This design comes from an exercise in tuning for small area, a short achievable clock period and few clock cycles per item on the open sky130 flow, not from production work.
Only simulation tests tie the RTL to the original design; equivalence was not proved.
No activity file was given, so power comes from the tool's default toggle rates.

===== flow/run.sh =====
#!/bin/bash
# synth_recipe.tcl (not shown) runs the flow's synth.tcl, then flattens the netlist and writes it again
# the make line also repeats each setting of config.mk as NAME=value (left out here)
make -C /OpenROAD-flow-scripts/flow DESIGN_CONFIG=/design/flow/config.mk WORK_HOME=/design/flow/orfs CLKGATE_MAP_FILE= SYNTH_SCRIPT=/design/flow/synth_recipe.tcl finish

===== flow/config.mk =====
export PLATFORM = sky130hd
export DESIGN_NAME = assoc_read_cache
export DESIGN_NICKNAME = assoc_read_cache
export VERILOG_FILES = /design/flow/design.v
export SDC_FILE = /design/flow/constraint.sdc
export NUM_CORES = 4
export LEC_CHECK = 0
export CAP_MARGIN = 20
export CORE_MARGIN = 2
export CORE_UTILIZATION = 30
export SLEW_MARGIN = 20

===== flow/design.v =====
package cache_pkg;
  typedef enum logic [1:0] {
    IDLE      = 2'd0,
    REFILL    = 2'd1,
    FILL_DONE = 2'd2
  } cache_state_e;
  localparam int unsigned BYTE_SEL_BITS = 2;
  function automatic integer tag_size(input integer line_size,
                                      input integer index_depth,
                                      input integer offset_size);
    tag_size = line_size - index_depth - offset_size - BYTE_SEL_BITS;
  endfunction
  function automatic integer index_lsb(input integer offset_size);
    index_lsb = offset_size + BYTE_SEL_BITS;
  endfunction
  function automatic integer tag_lsb(input integer index_depth,
                                     input integer offset_size);
    tag_lsb = index_depth + offset_size + BYTE_SEL_BITS;
  endfunction
endpackage
module way_compare
#(
  parameter int unsigned WAYS_LOG2 = 1,
  parameter int unsigned TAG_SIZE  = 24
) (
  input  logic [(1<<WAYS_LOG2)-1:0][TAG_SIZE-1:0] set_tags,
  input  logic [(1<<WAYS_LOG2)-1:0]               set_valid,
  input  logic [TAG_SIZE-1:0]                     req_tag,
  output logic                                    hit,
  output logic [WAYS_LOG2-1:0]                    hit_way
);
  localparam int unsigned WAYS = 1 << WAYS_LOG2;
  always_comb begin
    hit     = 1'b0;
    hit_way = '0;
    for (int unsigned w = WAYS; w > 0; w--) begin
      if (set_valid[w-1] && (set_tags[w-1] == req_tag)) begin
        hit     = 1'b1;
        hit_way = WAYS_LOG2'(w - 1);
      end
    end
  end
endmodule
module assoc_read_cache
#(
  parameter int unsigned LINE_SIZE   = 32,
  parameter int unsigned WAYS_LOG2   = 1,
  parameter int unsigned INDEX_DEPTH = 4,
  parameter int unsigned OFFSET_SIZE = 2
) (
  input  logic                 clk,
  input  logic                 reset,
  input  logic                 req_valid,
  input  logic [LINE_SIZE-1:0] address,
  input  logic                 flush,
  output logic [LINE_SIZE-1:0] data,
  output logic                 busywait,
  output logic                 mem_read,
  output logic [LINE_SIZE-1:0] mem_address,
  input  logic [LINE_SIZE-1:0] mem_readdata,
  input  logic                 mem_busywait
);
  localparam int unsigned TAG_SIZE = cache_pkg::tag_size(LINE_SIZE, INDEX_DEPTH, OFFSET_SIZE);
  localparam int unsigned WAYS     = 1 << WAYS_LOG2;
  localparam int unsigned SETS     = 1 << INDEX_DEPTH;
  localparam int unsigned WORDS    = 1 << OFFSET_SIZE;
  localparam int unsigned IDX_LSB  = cache_pkg::index_lsb(OFFSET_SIZE);
  localparam int unsigned TAG_LSB  = cache_pkg::tag_lsb(INDEX_DEPTH, OFFSET_SIZE);
  cache_pkg::cache_state_e  state;
  logic [OFFSET_SIZE-1:0]   word_cnt;
  logic [WAYS-1:0]          valid  [0:SETS-1];
  logic [WAYS_LOG2-1:0]     rr_ptr [0:SETS-1];
  logic                     flush_pending;
  logic [WAYS_LOG2-1:0]     victim;
  logic [WAYS_LOG2-1:0]     victim_sel;
  logic [TAG_SIZE-1:0]      miss_tag;
  logic [INDEX_DEPTH-1:0]   miss_index;
  logic [WAYS-1:0][TAG_SIZE-1:0]    tag_mem  [0:SETS-1];
  logic [WORDS-1:0][LINE_SIZE-1:0]  data_mem [0:SETS-1][0:WAYS-1];
  logic [TAG_SIZE-1:0]    req_tag;
  logic [INDEX_DEPTH-1:0] req_index;
  logic [OFFSET_SIZE-1:0] req_off;
  logic                   byte_sel_unused;
  logic                   hit;
  logic [WAYS_LOG2-1:0]   hit_way;
  assign req_tag         = address[TAG_LSB +: TAG_SIZE];
  assign req_index       = address[IDX_LSB +: INDEX_DEPTH];
  assign req_off         = address[cache_pkg::BYTE_SEL_BITS +: OFFSET_SIZE];
  assign byte_sel_unused = ^address[cache_pkg::BYTE_SEL_BITS-1:0];
  way_compare #(
    .WAYS_LOG2 (WAYS_LOG2),
    .TAG_SIZE  (TAG_SIZE)
  ) u_way_compare (
    .set_tags  (tag_mem[req_index]),
    .set_valid (valid[req_index]),
    .req_tag   (req_tag),
    .hit       (hit),
    .hit_way   (hit_way)
  );
  always_comb begin
    victim_sel = rr_ptr[req_index];
    for (int unsigned w = WAYS; w > 0; w--) begin
      if (!valid[req_index][w-1]) victim_sel = WAYS_LOG2'(w - 1);
    end
  end
  always_comb begin
    data        = (req_valid && hit) ? data_mem[req_index][hit_way][req_off] : '0;
    busywait    = (state != cache_pkg::IDLE) || (req_valid && !hit);
    mem_read    = (state == cache_pkg::REFILL);
    mem_address = (state == cache_pkg::REFILL) ?
                  {miss_tag, miss_index, word_cnt, {cache_pkg::BYTE_SEL_BITS{1'b0}}} : '0;
  end
  always_ff @(posedge clk or negedge reset) begin
    if (!reset) begin
      state         <= cache_pkg::IDLE;
      word_cnt      <= '0;
      flush_pending <= 1'b0;
      victim        <= '0;
      miss_tag      <= '0;
      miss_index    <= '0;
      for (int unsigned s = 0; s < SETS; s++) begin
        valid[s]  <= '0;
        rr_ptr[s] <= '0;
      end
    end else begin
      case (state)
        cache_pkg::IDLE: begin
          if (flush || flush_pending) begin
            flush_pending <= 1'b0;
            for (int unsigned s = 0; s < SETS; s++) valid[s] <= '0;
          end
          if (req_valid && !hit) begin
            state      <= cache_pkg::REFILL;
            victim     <= victim_sel;
            miss_tag   <= req_tag;
            miss_index <= req_index;
            word_cnt   <= '0;
          end
        end
        cache_pkg::REFILL: begin
          if (flush) flush_pending <= 1'b1;
          if (!mem_busywait) begin
            word_cnt <= word_cnt + 1'b1;
            if (word_cnt == '1) begin
              valid[miss_index][victim] <= 1'b1;
              rr_ptr[miss_index]        <= rr_ptr[miss_index] + 1'b1;
              state                     <= cache_pkg::FILL_DONE;
            end
          end
        end
        cache_pkg::FILL_DONE: begin
          if (flush) flush_pending <= 1'b1;
          state <= cache_pkg::IDLE;
        end
        default: state <= cache_pkg::IDLE;
      endcase
    end
  end
  always_ff @(posedge clk) begin
    if (state == cache_pkg::REFILL && !mem_busywait) begin
      data_mem[miss_index][victim][word_cnt] <= mem_readdata;
      if (word_cnt == '1) tag_mem[miss_index][victim] <= miss_tag;
    end
  end
endmodule

===== flow/constraint.sdc =====
create_clock -name core_clock -period 13.0 [get_ports {clk}]
set_input_delay 2.6000 -clock core_clock [delete_from_list [all_inputs] [get_ports {clk}]]
set_output_delay 2.6000 -clock core_clock [all_outputs]
set_load 0.01 [all_outputs]

==> run summary <==
-- layer usage --
metal | global-route usage (%) | vias to the layer above | part of all wire (%)
met3 | 4.09 | 1555 | 11
met1 | 25.1 | 60100 | 36
met2 | 30.5 | 7855 | 46
met4 | 11.3 | 40 | 6.2
li1 | - | 44700 | -
met5 | 0 | - | 0.047
-- flip-flops by register name, summed over array words and instances, names as in the netlist --
name           flops
flush_pending      1
tag_mem          768
miss_tag          24
rr_ptr            16
valid             32
miss_index         4
word_cnt           2
victim             1
data_mem        4096
state              2
-- path summary, 6_finish.rpt --
path,to,cells after the start,start,slack [ps]
max in group asynchronous,victim,2,reset,10220
worst max-delay path,data[16],18,address[6],360
worst min-delay path,valid[11][1],2,valid[11][1],500
min in group asynchronous,miss_tag[19],1,reset,1490
worst max register to register,miss_tag[4],12,tag_mem[6][27],8390
worst min register to register,valid[11][1],2,valid[11][1],500
-- power by group through the flow --
| stage | clock network [W] | registers (W) | logic [W] |
|---|---|---|---|
| after floorplan | 0 | 0.0190 | 0.00159 |
| after global placement | 0 | 0.0192 | 0.00289 |
| after detailed placement | 0 | 0.0192 | 0.00297 |
| after CTS | 0.0136 | 0.0189 | 0.00297 |
| after global routing | 0.0142 | 0.0189 | 0.00318 |
| final | 0.0135 | 0.0189 | 0.00304 |
-- synthesized netlist by cell type (111+ instances only) --
library cell	count	area share [%]
edfxtp_1	4864	75
mux4_2	710	8.2
nand2_1	673	1.3
nor2_1	497	0.95
mux2i_1	454	2.3
clkbuf_1	447	0.86
o21ai_0	389	0.99
a21oi_1	342	0.87
nand3_1	206	0.53
a22oi_1	154	0.59
nor3_1	154	0.39
and3_1	150	0.48
a31oi_1	114	0.36
buf_2	113	0.29
mux2_2	111	0.64
-- final cells by class --
cell class / instances / area, sq um
fillers: 60700 / 425000
flip-flops and latches: 4946 / 148000
multi-input cells: 5114 / 45200
clock buffers: 534 / 11600
well taps: 8642 / 10800
repair buffers: 620 / 5830
clock inverters: 306 / 3290
diodes: 115 / 288
inverters: 34 / 149
-- layout by cell type, fill, tap and decap left out, drive strengths merged, types with 28 or more instances in the layout --
master,count
a32oi,51
a41oi,30
and2,113
mux2i,455
nor3,155
dfrtp,82
nand3,206
a21oi,342
o31ai,31
clkbuf,534
a22oi,154
a41o,82
clkinv,232
xnor2,41
a21boi,51
a31oi,114
nor4,34
o22ai,85
and3,151
nor2b,46
buf,510
a221oi,41
edfxtp,4864
nand4,60
a211oi,79
o21ai,405
clkdlybuf4s50,110
mux2,114
bufinv,51
inv,39
o221ai,28
mux4,710
diode,115
nor2,501
nand2,675
o211ai,35
-- metrics by stage --
step,hold slack [ps],utilization (%),setup slack (ps)
CTS,498,34.6,313
detailed placement,485,32.3,337
finish,498,34.7,356
global route,511,34.6,194
floorplan,455,-,3510
global placement,470,32.3,344
-- worst reg2reg max path, delay by kind of cell, from the launching register on --
| kind | cells | cell delay [ps] |
|---|---|---|
| flip-flops | 1 | 360 |
| XOR/XNOR | 1 | 100 |
| AO/OA/AOI/OAI | 2 | 1030 |
| buffers and inverters | 3 | 1190 |
| multiplexers | 3 | 1230 |
| AND/OR/NAND/NOR | 3 | 620 |
-- cell families (layout without fill, tap and decap cells) --
group	after synthesis	count (layout)	synth area share (%)
adder cells (fa/ha/maj)	6	6	0.0383
buffers and inverters	800	1494	2.09
XOR/XNOR	60	60	0.268
other	1	117	0.00191
multiplexers	1279	1279	11.2
AO/OA/AOI/OAI	1736	1736	5.98
flip-flops	4946	4946	75.6
AND/OR/NAND/NOR	2031	2031	4.83
==> flow_summary.json <==
{
  "overflow": 0,
  "critical_path_buf_inv_count": 5,
  "ioPinCount": 135,
  "postRouteAntennaNets": 0,
  "dp_hpwl_mm": 357,
  "place_inst": 19400,
  "hold_buffers": 0,
  "numCtsBuffers": 448,
  "syn-cell-area_sq_um": 196000,
  "p_seq_share_pct": 53.3,
  "postSynthCellCount": 10900,
  "tightestPinTransition_ps": 1200,
  "layout.nets": 11200,
  "avgRoutedWirePerCell_microns": 32.8,
  "cts_setup_buffers": 0,
  "grt_pass1_vias": 107000,
  "cts-resized-gates": 0,
  "p_total_w": 0.0355,
  "drv_slew": 0,
  "intPower_w": 0.0267,
  "drt_wl_total_mm": 667,
  "die_y_microns": 812,
  "portBuffers": 130,
  "fin_cells": 20300,
  "cap_viol_max_count": 0,
  "grt_first_pass_wirelength_mm": 902,
  "hold_viol": 0,
  "fin_crit_sh_pct": 97.3,
  "cts_sinks": 4946,
  "synthArstFlopShare_pct": 1.66,
  "path_cells": "buf_8, buf_4, mux2_2, o22ai_1, or3b_2, nand4_1, o31ai_1, o2111ai_2, or3_4, nor2_8, buf_12, buf_4, mux4_2, a22oi_1, nand2_1, a32oi_1, nand3_1, clkdlybuf4s50_1",
  "ys_seq_area_share_pct": 75.6,
  "outcome": "finished clean",
  "period_needed_ps": 12640,
  "cp_slowest_cell": "a32oi_1",
  "antenna_found_initial": 86,
  "dieArea_sq_um": 659000,
  "rsz0062_at_grt": "no",
  "place_area_sq_um": 210000,
  "syn2layout_area_growth_pct": 15.1,
  "tns_ps": 0,
  "vdd_drop_max_v": 0.000139,
  "cts-htree-levels": 5,
  "yosysUniqueCellTypes": 93,
  "setup-violations-final": 0,
  "tritoncts": "built",
  "cp_common_cell": "buf_4",
  "initial_utilization_pct": 30.1,
  "ys.warnings.count": 6,
  "cp.required_ps": 10400,
  "hold_path.class": "flop to flop",
  "crit_type": "primary input to output pin",
  "critPathLaunchType": "primary input",
  "synth_area_per_cell_sq_um": 18.0,
  "clkSlewWorstSetupHoldPaths_ps": 60,
  "fmax_mhz": 79.1,
  "row_count": 296,
  "finalClockSkew_ps": 92.3,
  "root_buffer": "clkbuf_16",
  "grt_max_degree": 113,
  "switching_share_pct": 24.7,
  "clk_path_buf_depth": 4,
  "firstDrtPassIters": 7,
  "drive_gt1_share_pct": 19.5,
  "gp_congestion": 0.850,
  "slew_headroom_pct": 19.6,
  "worstPathArrival_ps": 10040,
  "synth_edf_count": 4864,
  "ys_ff_latch": 4946,
  "grt_util_all_layers_pct": 19.5,
  "endpoint_kind": "output pin",
  "power_frac_clock_pct": 38.2,
  "cpPeakStageDelay_ps": 670,
  "fin_area_sq_um": 225000,
  "p_leak_nw": 71.7,
  "drc": 0,
  "ys.flop_type": "edfxtp_1",
  "critical-path-top-delay-family": "buffers and inverters",
  "clk_latency_ps": 1100,
  "dr_total_vias": 114000,
  "p_per_area_nw_per_um2": 157,
  "die_x_microns": 812,
  "critPathMaxFanout": 72,
  "combPwrFrac_pct": 8.6,
  "drtIter0Drc": 18100,
  "vias_per_cell": 5.62,
  "core_area_sq_um": 650000,
  "power_switching_w": 0.00874
}
Testbench counts, summed over its fixed seeds: cycles 64,990, items 24,000.

==> static timing again, ports no longer ideal <==
The results above use ideal ports. As a check the final layout listed here was re-extracted and re-timed, cells and wires unchanged. Step 1 (the two cells are an assumption about what drives the block):
set clk [get_ports {clk}]
set_driving_cell -lib_cell sky130_fd_sc_hd__clkbuf_16 $clk
set_driving_cell -lib_cell sky130_fd_sc_hd__buf_2 [delete_from_list [all_inputs] $clk]
Step 2 adds t to the input delays and takes it off the output delays; t is the mean of the earliest and latest rising clock arrival at the registers after step 1. Input paths then give back, and output paths get back, about the clock's delay inside the block. Slacks: ideal / step 1 / step 2; pairs: ideal / step 1.
shift t [ns]: 1.143
slack for setup (ns): 0.356 / 0.310 / 0.310
worst register clock-pin slew, ns: 0.07 / 0.07
worst data-port slew with drivers (ns): 0.31
After both steps setup and hold are still met in this run. For this run, drivers alone change the setup slack by -0.046 ns; drivers and shift together by -0.046 ns.
